Background: an optimization exercise with open tools, aiming at small area. Do not read the settings as production practice.
In this exercise RTL edits were held to simulation tests only and were not proved equivalent to the original.
Power is estimated from default activity; no workload was simulated.

[flow/design.v]
package rv_pkg;
	typedef logic [32-1:0] word_t;  
	typedef logic [31:0] instr_t;  
	typedef logic [$clog2(32)-1:0] reg_idx_t;  
	typedef logic [3:0] alu_op_t;  
	typedef struct packed {
		alu_op_t op;  
		word_t a;  
		word_t b;  
		reg_idx_t rd;  
		logic write;  
		logic illegal;  
	} dec_op_t;
	typedef struct packed {
		reg_idx_t rd;  
		word_t value;  
		logic write;  
		logic illegal;  
	} result_t;
endpackage
`timescale 1ns/1ns
module reg_ring (
	input logic clk,
	input logic sel_a,
	input logic sel_b,
	input logic wbit_n,
	output logic tail
);
	logic [31:0] q;
	assign tail = q[0];
	always_ff @(posedge clk) begin
		q <= {!((sel_a && sel_b) ? wbit_n : q[0]), q[31:1]};
	end
endmodule
`timescale 1ns/1ns
module mux32 (
	input logic [31:0] d,
	input logic [4:0] sel,
	output logic y
);
	logic [7:0] l1;
	logic [1:0] l2;
	genvar i;
	generate
		for (i = 0; i < 8; i++) begin : g_l1
			mux4 u_m (.d (d[4*i +: 4]), .sel (sel[1:0]), .y (l1[i]));
		end
		for (i = 0; i < 2; i++) begin : g_l2
			mux4 u_m (.d (l1[4*i +: 4]), .sel (sel[3:2]), .y (l2[i]));
		end
	endgenerate
	assign y = sel[4] ? l2[1] : l2[0];
endmodule
module mux4 (
	input logic [3:0] d,
	input logic [1:0] sel,
	output logic y
);
	assign y = d[sel];
endmodule
`timescale 1ns/1ns
module int_core_top (
	input logic clk,
	input logic rst,
	input logic in_valid,
	output logic in_ready,
	input logic [31:0] in_instr,
	output logic res_valid,
	input logic res_ready,
	output logic [4:0] res_rd,
	output logic [31:0] res_value,
	output logic res_write,
	output logic res_illegal
);
	logic [4:0] ph;  
	logic clr;  
	logic in1;  
	logic in2;  
	logic cy;  
	logic [4:0] sh;  
	logic res_w;
	logic [6:0] opcode;
	logic [2:0] f3;
	logic [6:0] f7;
	logic [4:0] rd, rs1, rs2;
	logic is_op, is_imm, is_lui, legal, inv_b, is_shift;
	assign opcode = in_instr[6:0];
	assign f3 = in_instr[14:12];
	assign f7 = in_instr[31:25];
	assign rd = in_instr[11:7];
	assign rs1 = in_instr[19:15];
	assign rs2 = in_instr[24:20];
	assign is_op = (opcode == 7'b0110011);
	assign is_imm = (opcode == 7'b0010011);
	assign is_lui = (opcode == 7'b0110111);
	assign is_shift = !is_lui && f3[1:0] == 2'b01;
	always_comb begin
		legal = is_lui;
		if (is_op)
			legal = (f7 == 7'h00) || (f7 == 7'h20 && (f3 == 3'd0 || f3 == 3'd5));
		if (is_imm)
			legal = (f3 == 3'd1) ? (f7 == 7'h00) :
				(f3 == 3'd5) ? (f7 == 7'h00 || f7 == 7'h20) : 1'b1;
	end
	assign inv_b = (is_op && f3 == 3'd0 && f7[5]) || f3 == 3'd2 || f3 == 3'd3;
	logic [31:0] tail;  
	logic [3:0] sel_lo;  
	logic [7:0] sel_hi;
	logic wbit, wbit_n;
	logic par;  
	assign tail[0] = par;  
	genvar r;
	generate
		for (r = 1; r < 32; r++) begin : g_ring
			reg_ring u_ring (
				.clk (clk),
				.sel_a (sel_lo[r % 4]),
				.sel_b (sel_hi[r / 4]),
				.wbit_n (wbit_n),
				.tail (tail[r])
			);
		end
	endgenerate
	logic a_bit, b_reg, b_bit, imm_bit;
	logic a_tail, b_tail;
	mux32 u_mux_a (.d (tail), .sel (rs1), .y (a_tail));
	mux32 u_mux_b (.d (tail), .sel (rs2), .y (b_tail));
	assign a_bit = (a_tail ^ par) & !clr;
	assign b_reg = (b_tail ^ par) & !clr;
	logic [31:0] imm_u;
	logic [15:0] imm_i;
	assign imm_u = {in_instr[31:12], 12'b0};
	assign imm_i = {{4{in_instr[31]}}, in_instr[31:20]};
	assign imm_bit = is_lui ? imm_u[ph] : (ph[4] ? in_instr[31] : imm_i[ph[3:0]]);
	assign b_bit = is_op ? b_reg : imm_bit;
	logic bb, cin, sum, cout;
	assign bb = b_bit ^ inv_b;
	assign cin = (ph == 5'd0) ? inv_b : cy;
	assign sum = a_bit ^ bb ^ cin;
	assign cout = (a_bit & bb) | (a_bit & cin) | (bb & cin);
	assign sh = res_rd;
	logic shl_run;  
	logic [4:0] sidx;
	logic [31:0] sv;
	logic sbit;
	logic ph_lt;
	always_comb begin
		ph_lt = 1'b0;
		for (int i = 0; i < 5; i++)
			if (ph[i] != sh[i])
				ph_lt = sh[i];
	end
	assign shl_run = ph_lt || (!f3[2] && sh == 5'd0);
	assign sidx = shl_run ? sh : ph;
	assign sv = {res_value[31:1], a_bit};
	mux32 u_mux_s (.d (sv), .sel (sidx), .y (sbit));
	logic rbit;
	always_comb begin
		case (f3)
			3'd0: rbit = sum;
			3'd2, 3'd3: rbit = (ph == 5'd0) & cy;
			3'd4: rbit = a_bit ^ b_bit;
			3'd6: rbit = a_bit | b_bit;
			3'd7: rbit = a_bit & b_bit;
			default: rbit = sbit;
		endcase
		if (is_lui)
			rbit = b_bit;
		if (!legal)
			rbit = 1'b0;
	end
	logic act1, act2, accept;
	assign act1 = ((ph == 5'd0) ? (!in2 && (!res_valid || res_ready)) : in1) && in_valid;
	assign act2 = in2 && in_valid;
	assign accept = act2 && ph == 5'd31;
	assign in_ready = in2 && ph == 5'd31;  
	logic oin, oen;
	always_comb begin
		if (act1) begin
			oin = a_bit & f3[2];  
			oen = 1'b1;
		end else if (is_shift && legal) begin
			oin = f3[2] ? (f7[5] & res_value[31]) : a_bit;
			oen = act2 && shl_run;
		end else begin
			oin = rbit;
			oen = act2;
		end
	end
	assign wbit = rbit & !clr;
	assign wbit_n = wbit ^ par;
	always_comb begin
		for (int i = 0; i < 4; i++)
			sel_lo[i] = clr || (act2 && legal && rd[1:0] == i[1:0]);
		for (int i = 0; i < 8; i++)
			sel_hi[i] = clr || rd[4:2] == i[2:0];
	end
	always_ff @(posedge clk) begin
		if (rst) begin
			ph <= 5'd0;
			par <= 1'b0;
			clr <= 1'b1;
			in1 <= 1'b0;
			in2 <= 1'b0;
			res_valid <= 1'b0;
		end else begin
			for (int i = 0; i < 5; i++)
				ph[i] <= ph[i] ^ (&(ph | ~((5'd1 << i) - 5'd1)));  
			if (ph == 5'd31)
				par <= !par;
			if (ph == 5'd31)
				clr <= 1'b0;
			in1 <= act1 && ph != 5'd31;
			if (ph == 5'd31)
				in2 <= act1;
			if (accept)
				res_valid <= 1'b1;
			else if (res_ready)
				res_valid <= 1'b0;
		end
	end
	always_ff @(posedge clk) begin
		if (f3[1:0] == 2'b01)
			cy <= (ph != 5'd0 && cy) || b_bit;
		else if (ph == 5'd31)
			cy <= f3[0] ? !cout : ((a_bit ^ b_bit) ? a_bit : !cout);
		else
			cy <= cout;
		if (oen)
			res_value <= {oin, res_value[31:1]};
		for (int i = 0; i < 5; i++)
			if (act1 && ph == i[4:0])
				res_rd[i] <= b_bit ^ (!f3[2] && ph != 5'd0 && cy);
		if (accept) begin
			res_rd <= rd;
			res_w <= legal;
		end
	end
	assign res_write = res_w;
	assign res_illegal = !res_w;
endmodule
[flow/flow/run.sh]
#!/bin/bash
# Own layout flow: the standard ORFS flow (standard.sh, unchanged synthesis)
# with two changes: ports are buffered with the smallest buffer, and the clock
# tree is built without dummy loads, with the clock buffers and clustering
# given here.
set -euo pipefail
export BUFFER_PORTS_ARGS="-buffer_cell sky130_fd_sc_hd__buf_1"
export CTS_ARGS="-sink_clustering_enable -repair_clock_nets -dont_use_dummy_load -buf_list sky130_fd_sc_hd__clkbuf_8 -sink_clustering_size 23 -sink_clustering_max_diameter 60"
bash standard.sh > standard.log 2>&1
[flow/standard.sh]
#!/bin/bash
# synth_recipe.tcl (not shown) runs the flow's synth.tcl, then flattens the netlist and writes it again
# the make line also repeats each setting of config.mk as NAME=value (left out here)
make -C /OpenROAD-flow-scripts/flow DESIGN_CONFIG=/design/flow/config.mk WORK_HOME=/design/flow/orfs CLKGATE_MAP_FILE= SYNTH_SCRIPT=/design/flow/synth_recipe.tcl "${@:-finish}"
[flow/config.mk]
export PLATFORM = sky130hd
export DESIGN_NAME = int_core_top
export DESIGN_NICKNAME = int_core_top
export VERILOG_FILES = /design/flow/design.v
export SDC_FILE = /design/flow/constraint.sdc
export NUM_CORES = 4
export LEC_CHECK = 0
export CAP_MARGIN = 20
export CORE_AREA = 2 2 208 208
export DIE_AREA = 0 0 210 210
export SLEW_MARGIN = 20
export SYNTH_HIERARCHICAL = 1
export SYNTH_MINIMUM_KEEP_SIZE = 0
[flow/constraint.sdc]
create_clock -name core_clock -period 6.0 [get_ports {clk}]
set_input_delay 1.2000 -clock core_clock [delete_from_list [all_inputs] [get_ports {clk}]]
set_output_delay 1.2000 -clock core_clock [all_outputs]
set_load 0.01 [all_outputs]
==> results of run 1 <==
[kinds of logic after synthesis]
family	after synthesis	synth area share, %
buf+inv	26	0.486
xor+xnor	8	0.296
mux	75	5.10
simple gates	124	2.51
flops	1041	89.6
compound gates	46	1.32
fa+ha+maj	12	0.645
[per-module statistics from Yosys (local to each module, per instance)]
module | cell area [um2] | times used | cells inside | flops+latches
int_core_top | 2670 | 1 | 245 | 49
reg_ring | 654 | 31 | 34 | 32
mux32 | 15.0 | 3 | 1 | 0
mux4 | 22.5 | 30 | 1 | 0
[cell usage after synthesis, drive strengths merged, types with 2 or more instances]
cell type  count
dfxtp       1003
nand2         54
edfxtp        38
mux4          35
mux2i         34
nor2          16
o21ai         16
inv           14
nor2b         11
nor3          10
ha             8
clkbuf         7
nand3          7
nor4           7
mux2           6
o211ai         6
buf            5
nand2b         5
o31ai          5
xnor2          5
a21oi          4
a31oi          3
and2           3
maj3           3
or4            3
xor2           3
nand4          2
o22ai          2
[report_power, final]
group / switching (mW) / total [mW] / internal (mW)
logic: 0.102 / 0.179 / 0.0769
registers: 0.0204 / 7.00 / 6.98
clock network: 1.78 / 2.60 / 0.814
[per-layer routing]
layer  up-vias  track usage, %
met2       222            21.6
met3        60            3.13
met5         -               0
li1       4565               -
met4         0            5.60
met1      4472            21.4
[stage by stage]
stage	setup slack [ns]	instances	util, %
floorplan	0.0758	1332	-
global placement	0.147	1946	58.8
detailed placement	0.124	1947	58.9
CTS	0.798	2001	60.6
global route	0.418	2001	60.6
finish	0.797	2004	60.6
[state kept, by name, indices dropped and copies added, names as in the netlist, 5 cells and up]
signal	flops
res_value	32
g_ring.u_ring.q	992
ph	5
res_rd	5
[layout by cell type, fill, tap and decap left out, types with 5 or more instances in the layout]
master / count
ha_1: 8
nand2_1: 54
inv_1: 13
nor3_1: 10
nand2b_1: 5
dfxtp_1: 1003
nor2b_1: 11
nor4_1: 7
o21ai_0: 12
mux2i_1: 34
buf_1: 76
nand3_1: 7
buf_4: 10
edfxtp_1: 38
mux4_2: 35
o211ai_1: 6
nor2_1: 16
clkbuf_8: 54
[final timing paths]
kind	slack (ns)	end	from	cells past startpoint
setup / recovery	0.80	g_ring[25].u_ring.q[31]	in_instr[20]	18
hold / removal	0.29	g_ring[17].u_ring.q[13]	g_ring[17].u_ring.q[14]	0
setup reg to reg	0.90	g_ring[25].u_ring.q[31]	res_rd[0]	17
hold reg to reg	0.29	g_ring[17].u_ring.q[13]	g_ring[17].u_ring.q[14]	0
[critical path: stages]
cell and delay, ns:
buf_1 0.08, buf_4 0.21, mux4_2 0.53, mux4_2 0.48
mux2_4 0.28, xnor2_1 0.18, nor3_1 0.08, a211o_1 0.35
xnor2_1 0.23, fa_1 0.43, nor2b_1 0.13, o311ai_0 0.34
a2bb2oi_1 0.12, nor4_1 0.26, o21ai_0 0.22, xnor2_2 0.23
buf_12 0.21, mux2i_1 0.09
[cell type report]
cell class | count | area [um2] | area share, %
sequential | 1041 | 21200 | 83.4
multi-input combinational | 265 | 2350 | 9.25
clock buffer | 54 | 743 | 2.92
tap | 539 | 674 | 2.65
timing repair buffer | 88 | 385 | 1.52
inverter | 14 | 52.6 | 0.207
antenna | 3 | 7.51 | 0.0295
==> impl_metrics.yaml, run 1 <==
clock_network:
  cts_buffers: 54
  postCtsResizedCells: 0
  cts_buffer_depth: 3
  post_cts_buffers: 0
  cts_tree: "done"
  htree_levels: 2
  clockRootBuffer: "clkbuf_8"
  insertion_delay_ns: 0.69
  cts_hold_buf: 0
  clk_pin_slew_ns: 0.12
  clkSinkCount: 1041
global_route:
  grt-ovfl-total: 0
  grtUsageTotal_pct: 14.6
  grt_first_pass_wirelength_mm: 49.1
  grt_pass1_vias: 8959
  grt_max_degree: 33
  antenna_found_initial: 1
cells_and_area:
  final_cell_area_um2: 25400
  fill_cells: 3200
  synthToLayoutAreaGrowth_pct: 7.45
  drive_gt1_share_pct: 7.87
  final_nets: 1509
route:
  wl_met2_mm: 13.2
  wire_per_inst_um: 15.9
  remaining_drc_errors: 0
  ant_nets: 0
  vias: 9319
  top_layer: "met4"
  dr.pass1.iters: 5
  drtIter0Drc: 551
  totalWireLength_mm: 31.9
  via_per_inst: 4.65
  wl_met1_mm: 16.3
  route.met3.wl_mm: 1.63
floorplan:
  start_util_pct: 56.4
  dieArea_um2: 44100
  dieHeight_um: 210
  rows: 75
  dieWidth_um: 210
  core_area_um2: 41900
  io_pins: 77
synthesis:
  synthTopCellsByArea: "dfxtp_1, edfxtp_1, mux4_2"
  synthArstFlopShare_pct: 0
  synth_area_leader_cell: "dfxtp_1"
  yosys_register_bits: 1041
  synth_warnings: 8
  ys.flop_type: "dfxtp_1"
  syn_nets: 1377
  syn_area_per_cell_um2: 17.8
  ys_types: 53
  yosysSeqAreaShare_pct: 89.6
  synth_area_um2: 23700
  synthCells: 1332
  synth_top_area_share_pct: 84.8
  synth_edf_count: 38
sta:
  finClkSkew_ns: 0.122
  setup_tns_ns: 0
  min_period_ns: 5.20
  max_freq_mhz: 192
  relSlewSlack_pct: 45.1
  maxSlewViolCount: 0
  worst_pin_slew_ns: 0.815
  min_period_over_period_pct: 86.7
  timing.hold.ws_ns: 0.295
  report.final.setup_viol: 0
  timing.final.hold_violations: 0
  rsz0062_at_grt: "no"
place:
  gp_congestion: 0.850
  place.port_buffers: 76
  dpl.hpwl_mm: 20.5
  dpl_cell_area_um2: 24700
flow_run:
  cap_violations: 0
pwr:
  peakVddDrop_v: 0.000275
  p_leak_nw: 9.94
  power_mw: 9.77
  power.density_nw_per_um2: 384
worst_setup_path:
  start_kind: "input pin"
  end_kind: "flip-flop"
  crit_path_max_fanout: 31
  arrival_ns: 5.68
  path_class: "input pin to flip-flop"
  crit_required_ns: 6.47
outcome:
  status: "finished clean"
hold_path:
  holdCritPathClass: "flip-flop to flip-flop"
==> run 2, diff against run 1 <==
==> flow/flow/run.sh (replaced) <==
#!/bin/bash
# Own layout flow: the standard ORFS flow (standard.sh, unchanged synthesis)
# with two changes: ports are buffered with the smallest buffer, and the clock
# tree is built without dummy loads, with the clock buffers and clustering
# given here.
set -euo pipefail
export BUFFER_PORTS_ARGS="-buffer_cell sky130_fd_sc_hd__buf_1"
export CTS_ARGS="-sink_clustering_enable -repair_clock_nets -dont_use_dummy_load -buf_list sky130_fd_sc_hd__clkbuf_8 -sink_clustering_size 23 -sink_clustering_max_diameter 65"
bash standard.sh > standard.log 2>&1
--- a/flow/config.mk
+++ b/flow/config.mk
@@ -6,8 +6,8 @@
 export NUM_CORES = 4
 export LEC_CHECK = 0
 export CAP_MARGIN = 20
-export CORE_AREA = 2 2 208 208
-export DIE_AREA = 0 0 210 210
+export CORE_AREA = 2 2 198 198
+export DIE_AREA = 0 0 200 200
 export SLEW_MARGIN = 20
 export SYNTH_HIERARCHICAL = 1
 export SYNTH_MINIMUM_KEEP_SIZE = 0
==> run 2 against run 1 <==
The layout now fails its checks (antenna rules). First-iteration DRC count decreased by 41%. Clock skew decreased by 0.0095 ns. Flip-flop and latch count unchanged. Count of clock-buffer cells in the layout decreased by 1. Maximum frequency decreased by 0.41%. Final cell count decreased by 1.3%. Critical endpoint is now g_ring[12].u_ring.q[31].
==> impl_metrics.yaml, run 2 <==
pwr:
  peakVddDrop_v: 0.000280
  power_mw: 9.76
  p_leak_nw: 9.94
  power.density_nw_per_um2: 384
sta:
  min_period_over_period_pct: 87.1
  timing.hold.ws_ns: 0.295
  worst_pin_slew_ns: 1.06
  min_period_ns: 5.22
  setup_tns_ns: 0
  timing.final.hold_violations: 0
  rsz0062_at_grt: "no"
  finClkSkew_ns: 0.112
  maxSlewViolCount: 0
  report.final.setup_viol: 0
  layout_setup_ws_ns: 0.776
  relSlewSlack_pct: 28.5
  max_freq_mhz: 191
cells_and_area:
  top_regs: "g_ring.u_ring.q: 992 flops, res_value: 32 flops"
  stdcell_count: 1977
  drive_gt1_share_pct: 7.74
  largest_register: "g_ring.u_ring.q"
  layout_commonest_cell: "dfxtp_1"
  largest_reg_flops: 992
  final_cell_mix: "dfxtp_1, buf_1, nand2_1"
  final_core_util_pct: 67.3
  final_nets: 1507
  final_cell_area_um2: 25400
  synthToLayoutAreaGrowth_pct: 7.36
synthesis:
  yosysSeqAreaShare_pct: 89.6
  yosysMostFrequentCell: "dfxtp_1"
  ys_types: 53
  yosys_register_bits: 1041
  synth_area_um2: 23700
  syn_nets: 1377
  synth_edf_count: 38
  synth_top_area_share_pct: 84.8
  synthTopCellsByArea: "dfxtp_1, edfxtp_1, mux4_2"
  syn_area_per_cell_um2: 17.8
  synthCells: 1332
  synth_warnings: 8
  synth_area_leader_cell: "dfxtp_1"
  synthTopCellsByCount: "dfxtp_1, nand2_1, edfxtp_1"
  ys.flop_type: "dfxtp_1"
  synthArstFlopShare_pct: 0
global_route:
  grt-ovfl-total: 0
  grt_max_degree: 32
  antenna_found_initial: 2
  grtUsageTotal_pct: 16.3
  grt_pass1_vias: 9141
  grt_first_pass_wirelength_mm: 49.1
place:
  place_ws_ns: 0.133
  dp.cells: 1918
  dpl.hpwl_mm: 20.5
  place.port_buffers: 76
  gp_congestion: 0.810
  dpl_cell_area_um2: 24700
worst_setup_path:
  crit_required_ns: 6.49
  crit_path_max_fanout: 31
  start_kind: "input pin"
  rr_endpoint: "g_ring[12].u_ring.q[31]"
  end_kind: "flip-flop"
  r2r_start: "res_rd[0]"
  rrSetupSlack_ns: 0.99
  critPathCapture: "g_ring[12].u_ring.q[31]"
  setup.worst_path.start: "in_instr[20]"
  path_class: "input pin to flip-flop"
  arrival_ns: 5.71
  reg2reg_depth: 17
floorplan:
  dieWidth_um: 200
  dieArea_um2: 40000
  core_area_um2: 37800
  io_pins: 77
  dieHeight_um: 200
  rows: 71
  start_util_pct: 62.7
clock_network:
  clockRootBuffer: "clkbuf_8"
  clk_pin_slew_ns: 0.12
  clkSinkCount: 1041
  cts_buffers: 53
  cts_tree: "done"
  postCtsResizedCells: 0
  insertion_delay_ns: 0.67
  cts_hold_buf: 0
  htree_levels: 2
  cts_buffer_depth: 3
  post_cts_buffers: 0
outcome:
  failed_checks: "antenna rules"
  status: "failed layout checks"
flow_run:
  cap_violations: 0
route:
  drtIter0Drc: 327
  ant_nets: 1
  via_per_inst: 4.66
  totalWireLength_mm: 31.8
  dr.pass1.iters: 4
  remaining_drc_errors: 0
  wire_per_inst_um: 16.1
  vias: 9209
hold_path:
  holdCritPathClass: "flip-flop to flip-flop"
==> run 2: cell counts after synthesis <==
Identical to the previous run, type by type.
==> run 2: final cells by class <==
class | count | area, um2
sequential | 1041 | 21200
antenna | 6 | 15.0
fill | 2559 | 12300
timing repair buffer | 87 | 405
multi-input combinational | 265 | 2350
clock buffer | 53 | 729
tap | 511 | 639
inverter | 14 | 52.6
==> run 2: modules after synthesis (local to each module, per instance) <==
module,times used,flip-flops and latches
mux32,3,0
mux4,30,0
int_core_top,1,49
reg_ring,31,32
==> run 2: per-layer routing <==
layer | vias up | global-route usage [%] | share of wire, %
met4 | 2 | 5.68 | 2.5
met1 | 4391 | 23.8 | 51
met5 | - | 0 | 0.041
met2 | 196 | 24.2 | 41
li1 | 4561 | - | -
met3 | 59 | 3.95 | 5.3
==> run 2: report_power, final <==
group	internal (mW)	leakage, nW	total, mW	switching [mW]
Clock	0.801	0.381	2.58	1.78
Combinational	0.0809	1.08	0.183	0.103
Sequential	6.98	8.48	7.00	0.0186
==> run 2: worst min-delay path by stage <==
| stage | start | end | slack, ns | cells after the start |
|---|---|---|---|---|
| 6_report | g_ring[31].u_ring.q[22] | g_ring[31].u_ring.q[21] | 0.29 | 0 |
| 5_1_grt | g_ring[22].u_ring.q[1] | g_ring[22].u_ring.q[0] | 0.29 | 0 |
| 4_1_cts | g_ring[31].u_ring.q[22] | g_ring[31].u_ring.q[21] | 0.30 | 0 |
| 3_5_place_dp | g_ring[15].u_ring.q[30] | g_ring[15].u_ring.q[29] | 0.31 | 0 |
| 3_3_place_gp | g_ring[16].u_ring.q[14] | g_ring[16].u_ring.q[13] | 0.31 | 0 |
| 2_1_floorplan | g_ring[10].u_ring.q[1] | g_ring[10].u_ring.q[0] | 0.31 | 0 |
==> run 2: cells by family after synthesis <==
kind of cell               after synthesis  share of synthesized area (%)
AOI/OAI and AO/OA                       46                           1.32
xor gates and xnor gates                 8                          0.296
adders and majority gates               12                          0.645
buffers and inverters                   26                          0.486
DFF                                   1041                           89.6
muxes                                   75                           5.10
and+or+nand+nor                        124                           2.51
==> run 2: worst max-delay path: stages <==
cell and delay (ns):
buf_1 0.12, buf_12 0.16, mux4_2 0.49, mux4_2 0.49, mux2_4 0.29, xnor2_1 0.18
nor3_1 0.08, a211o_1 0.30, xnor2_1 0.22, fa_1 0.44, nor2b_1 0.14, o311ai_0 0.36
a2bb2oi_1 0.11, nor4_1 0.36, o21ai_0 0.22, xnor2_2 0.24, buf_12 0.21, mux2i_1 0.09

port drivers added, routing unchanged:
The results above use ideal ports. As a check the final layouts listed here were re-extracted and re-timed, cells and wires unchanged.
Step 1 sets driving cells, clkbuf_16 on the clock port and buf_2 on the other inputs (assumed; they add their load-dependent delay and slew).
Step 2 also shifts input and output timing later by t, the mid clock arrival at the registers, as if the neighbouring blocks saw the same clock.
Slacks: no drivers / after step 1 / after step 2; pairs: no drivers / after step 1.
| run | t (ns) | setup slack, ns | hold WS [ns] | clock arrival spread, ns | pins driven straight from the clock port |
|---|---|---|---|---|---|
| run 1 | 0.676 | 0.797 / 0.816 / 0.140 | 0.295 / 0.295 / 0.295 | 0.126 / 0.126 | 1 |
| run 2 | 0.662 | 0.776 / 0.803 / 0.140 | 0.295 / 0.295 / 0.295 | 0.115 / 0.115 | 1 |
For run 1, which loses most, drivers alone change the setup slack by +0.019 ns; drivers and shift together by -0.657 ns.
